This design comes from an exercise in tuning for small area, a short achievable clock period and few clock cycles per item on the open sky130 flow, not from production work. The RTL was checked by simulation tests, not by an equivalence proof against the original design. No activity file was given, so power comes from the tool's default toggle rates.

Setup of v7:
Design int8_matrix_vector_zero_point_core, start of the top module:
module int8_matrix_vector_zero_point_core #(
   parameter int MAX_COLS = 256
) (
   input  logic                                  clock,
   input  logic                                  reset,
   input  logic                                  req_valid,
   output logic                                  req_ready,
   input  logic                                  req_command,
   input  logic signed [i8mvz_pkg::ElemWidth-1:0] req_element,
   input  logic [i8mvz_pkg::IndexWidth-1:0]      req_element_index,
   output logic                                  rsp_valid,
   input  logic                                  rsp_ready,
   output logic signed [i8mvz_pkg::SumWidth-1:0] rsp_row_sum,
   output logic [i8mvz_pkg::RowsWidth-1:0]       rsp_row_index,
   output logic                                  rsp_last_row,
   input  logic                                  csr_write_enable,
   input  logic [1:0]                            csr_index,
   input  logic [i8mvz_pkg::CsrWidth-1:0]        csr_write_data
);
Size in the first run: ~3600 cells after synthesis, roughly 93 I/O pins, roughly 59000 um^2 of cells after synthesis.
export LEC_CHECK = 0
export CAP_MARGIN = 20
export CORE_MARGIN = 2
export CORE_UTILIZATION = 62
export CTS_CLUSTER_DIAMETER = 65
export CTS_CLUSTER_SIZE = 32
export PLACE_DENSITY = 0.85
export SETUP_SLACK_MARGIN = 0.3
export SLEW_MARGIN = 20
export SYNTH_MEMORY_MAX_BITS = 16384
create_clock -name core_clock -period 10.0 [get_ports {clock}]
standard.sh (not shown) runs the stock make flow with config.mk's settings and CLKGATE_MAP_FILE= SYNTH_SCRIPT=/design/flow/synth_recipe.tcl, a recipe that flattens the netlist after the stock synthesis.
==> flow/flow/run.sh <==
#!/bin/bash
# the standard flow (the standard.sh, standard synthesis unchanged) with two
# changes to how the layout is made:
#  - timing repair aims at a shorter clock period than the design's (a larger setup
#    margin); the design is still laid out and signed off at the design's period
#  - ports are buffered with buf_4 instead of the cell buffer_ports picks by default
# make's output goes to make.log; each ORFS step keeps its own log under orfs/logs.
set -euo pipefail
bash standard.sh SETUP_SLACK_MARGIN=6.6 \
   "BUFFER_PORTS_ARGS=-buffer_cell sky130_fd_sc_hd__buf_4" \
   finish > make.log 2>&1
v7 ran to completion and came out clean on the timing, design-rule and antenna checks.
Testbench counts of v7, summed over its fixed seeds: cycles 74,919, items 71,425.
The inputs of v15 differ from those of v7 as listed below.
--- a/flow/config.mk
+++ b/flow/config.mk
@@ -10,4 +10,4 @@
-export CORE_UTILIZATION = 62
-export CTS_CLUSTER_DIAMETER = 65
-export CTS_CLUSTER_SIZE = 32
-export PLACE_DENSITY = 0.85
+export CORE_UTILIZATION = 70
+export CTS_CLUSTER_DIAMETER = 55
+export CTS_CLUSTER_SIZE = 28
+export PLACE_DENSITY = 0.8
## What came out
- The final layout from v15, which completed every stage, passed the timing, design-rule and antenna checks at the end of the flow.
- v15 ended up with a higher total routing resource utilization after global routing than v7 did.
- In the tables for v15 and v7, floorplan core area reads lower with v15.
- On v15: final-layout clock buffer total is about 30% higher than what v7 gave.
- Diff v7 -> v15: violation count after the first detailed-route iteration saw a decrease, via count saw an increase, final non-filler cell area saw an increase.
Input changes introduced in v12 (baseline for comparison: v15):
--- a/flow/config.mk
+++ b/flow/config.mk
@@ -10,4 +10,4 @@
-export CORE_UTILIZATION = 70
-export CTS_CLUSTER_DIAMETER = 55
-export CTS_CLUSTER_SIZE = 28
-export PLACE_DENSITY = 0.8
+export CORE_UTILIZATION = 62
+export CTS_CLUSTER_DIAMETER = 58
+export CTS_CLUSTER_SIZE = 30
+export PLACE_DENSITY = 0.85
### Flow results
- v12 finished end to end and its layout was clean on timing, DRC and antenna.
- Taking v12 as 1.0, v15 lands at 1.08 on wire length on met3.
- Of v12 and v15, v15 shows the higher final routed wirelength across all metal layers, with v12 below it.
- Looking at fill cell instance count of the final layout, v12 sits 1473 above v15.
- Relative to v15, combinational power share increased by 0.2 points in v12.
- In the metrics for v12 and v15, the one carrying the lower starting utilization of the core area is v12.
- Compared with v15, v12 ends up with less cell area.
- Slowest cell on the critical path = sky130_fd_sc_hd__nor3b_4: v12; slowest cell on the critical path = sky130_fd_sc_hd__edfxtp_1: v15
- Comparing v12 and v15, the lower antenna cell count is on v12.
- Side by side, total power turned out lower in v12 than in v15.
- [compare] base=v15 new=v12: die height picked up an extra 18 um; number of cells on the worst reg-to-reg path picked up an extra 2.

========
int8_matrix_vector_zero_point_core, a different RTL version from the one above (not shown whole).
Size in the first run: roughly 3800 cells after synthesis, roughly 93 I/O pins, about 59000 um2 of cells after synthesis.
==> flow/config.mk <==
export PLATFORM = sky130hd
export DESIGN_NAME = int8_matrix_vector_zero_point_core
export DESIGN_NICKNAME = int8_matrix_vector_zero_point_core
export VERILOG_FILES = /design/flow/design.v
export SDC_FILE = /design/flow/constraint.sdc
export NUM_CORES = 4
export LEC_CHECK = 0
export CAP_MARGIN = 20
export CORE_MARGIN = 2
export CORE_UTILIZATION = 62
export CTS_CLUSTER_DIAMETER = 60
export CTS_CLUSTER_SIZE = 35
export PLACE_DENSITY = 0.72
export SETUP_SLACK_MARGIN = 0.3
export SLEW_MARGIN = 20
export SYNTH_MEMORY_MAX_BITS = 16384
==> flow/constraint.sdc <==
create_clock -name core_clock -period 10.0 [get_ports {clock}]
set_input_delay 2.0000 -clock core_clock [delete_from_list [all_inputs] [get_ports {clock}]]
set_output_delay 2.0000 -clock core_clock [all_outputs]
set_load 0.01 [all_outputs]
Scripts as last shown in full above: flow/flow/run.sh
The first run went through all stages and came out clean.
Testbench counts at the start, summed over its fixed seeds: cycles 74,919, items 71,425.
Next try:
--- a/flow/flow/run.sh
+++ b/flow/flow/run.sh
@@ -7,5 +7,5 @@
 # make's output goes to make.log; each ORFS step keeps its own log under orfs/logs.
 set -euo pipefail
-bash standard.sh SETUP_SLACK_MARGIN=6.6 \
+bash standard.sh SETUP_SLACK_MARGIN=7.0 \
    "BUFFER_PORTS_ARGS=-buffer_cell sky130_fd_sc_hd__buf_4" \
    finish > make.log 2>&1
- CORE_UTILIZATION: 62 -> 70
- CTS_CLUSTER_SIZE: 35 -> 30
- PLACE_DENSITY: 0.72 -> 0.8
Final cell count drops by 2.0%; global-route usage rose by 8.4 points; flip-flop and latch count stays the same; area after synthesis does not change; combinational power climbs by 14%.
Next try:
- CORE_UTILIZATION: 70 -> 30
- PLACE_DENSITY: 0.8 -> 0.38
=>
- The changed run passed the timing, design-rule and antenna checks
- via count goes down by 3.3%
- utilization decreases by 43 points
- synthesized cell count does not change
- sequential power hardly moves
- global-route usage shrinks by 16 points
- count of clock-buffer cells in the layout is higher by 52
Next try:
--- a/flow/flow/run.sh
+++ b/flow/flow/run.sh
@@ -7,5 +7,5 @@
 # make's output goes to make.log; each ORFS step keeps its own log under orfs/logs.
 set -euo pipefail
-bash standard.sh SETUP_SLACK_MARGIN=7.0 \
+bash standard.sh SETUP_SLACK_MARGIN=6.6 \
    "BUFFER_PORTS_ARGS=-buffer_cell sky130_fd_sc_hd__buf_4" \
    finish > make.log 2>&1
- CORE_UTILIZATION: 30 -> 55
- PLACE_DENSITY: 0.38 -> 0.65
=>
- sequential share of layout area climbs by 4.5 points
- sequential power is about the same
- setup slack gains 0.099 ns
- hold slack gains 0.017 ns
- area after synthesis is unchanged
- utilization climbs by 26 points
- power drops by roughly a tenth

port drivers added, routing unchanged:
How much do the figures lean on ideal ports? The routed layouts below were timed once more, with nothing changed but the port constraints. Step 1 assumes that a clkbuf_16 drives the clock port and a buf_2 every other input. Step 2, shift: input delay + t, output delay - t, t = (earliest + latest rising clock arrival at the registers) / 2. This alone moves slack from input paths to output paths. Slacks: ideal ports / drivers / drivers and shift; pairs: ideal ports / drivers.
run	shift t [ns]	setup slack, ns	clock arrival spread, ns
v7	0.748	6.640 / 6.570 / 6.049	0.058 / 0.057
v15	0.778	6.573 / 6.504 / 5.955	0.074 / 0.074
v12	0.764	6.550 / 6.550 / 5.924	0.051 / 0.051
the first run of note 2	0.768	6.589 / 6.526 / 6.010	0.057 / 0.057
the second run of note 2	0.760	6.608 / 6.541 / 6.084	0.041 / 0.041
the third run of note 2	0.864	6.511 / 6.433 / 6.107	0.060 / 0.060
the fourth run of note 2	0.759	6.610 / 6.546 / 6.029	0.039 / 0.040
After both steps setup and hold are still met in every run listed. The setup slack of v12, which loses most, moves by 0.000 ns with the drivers and by -0.626 ns with both steps.
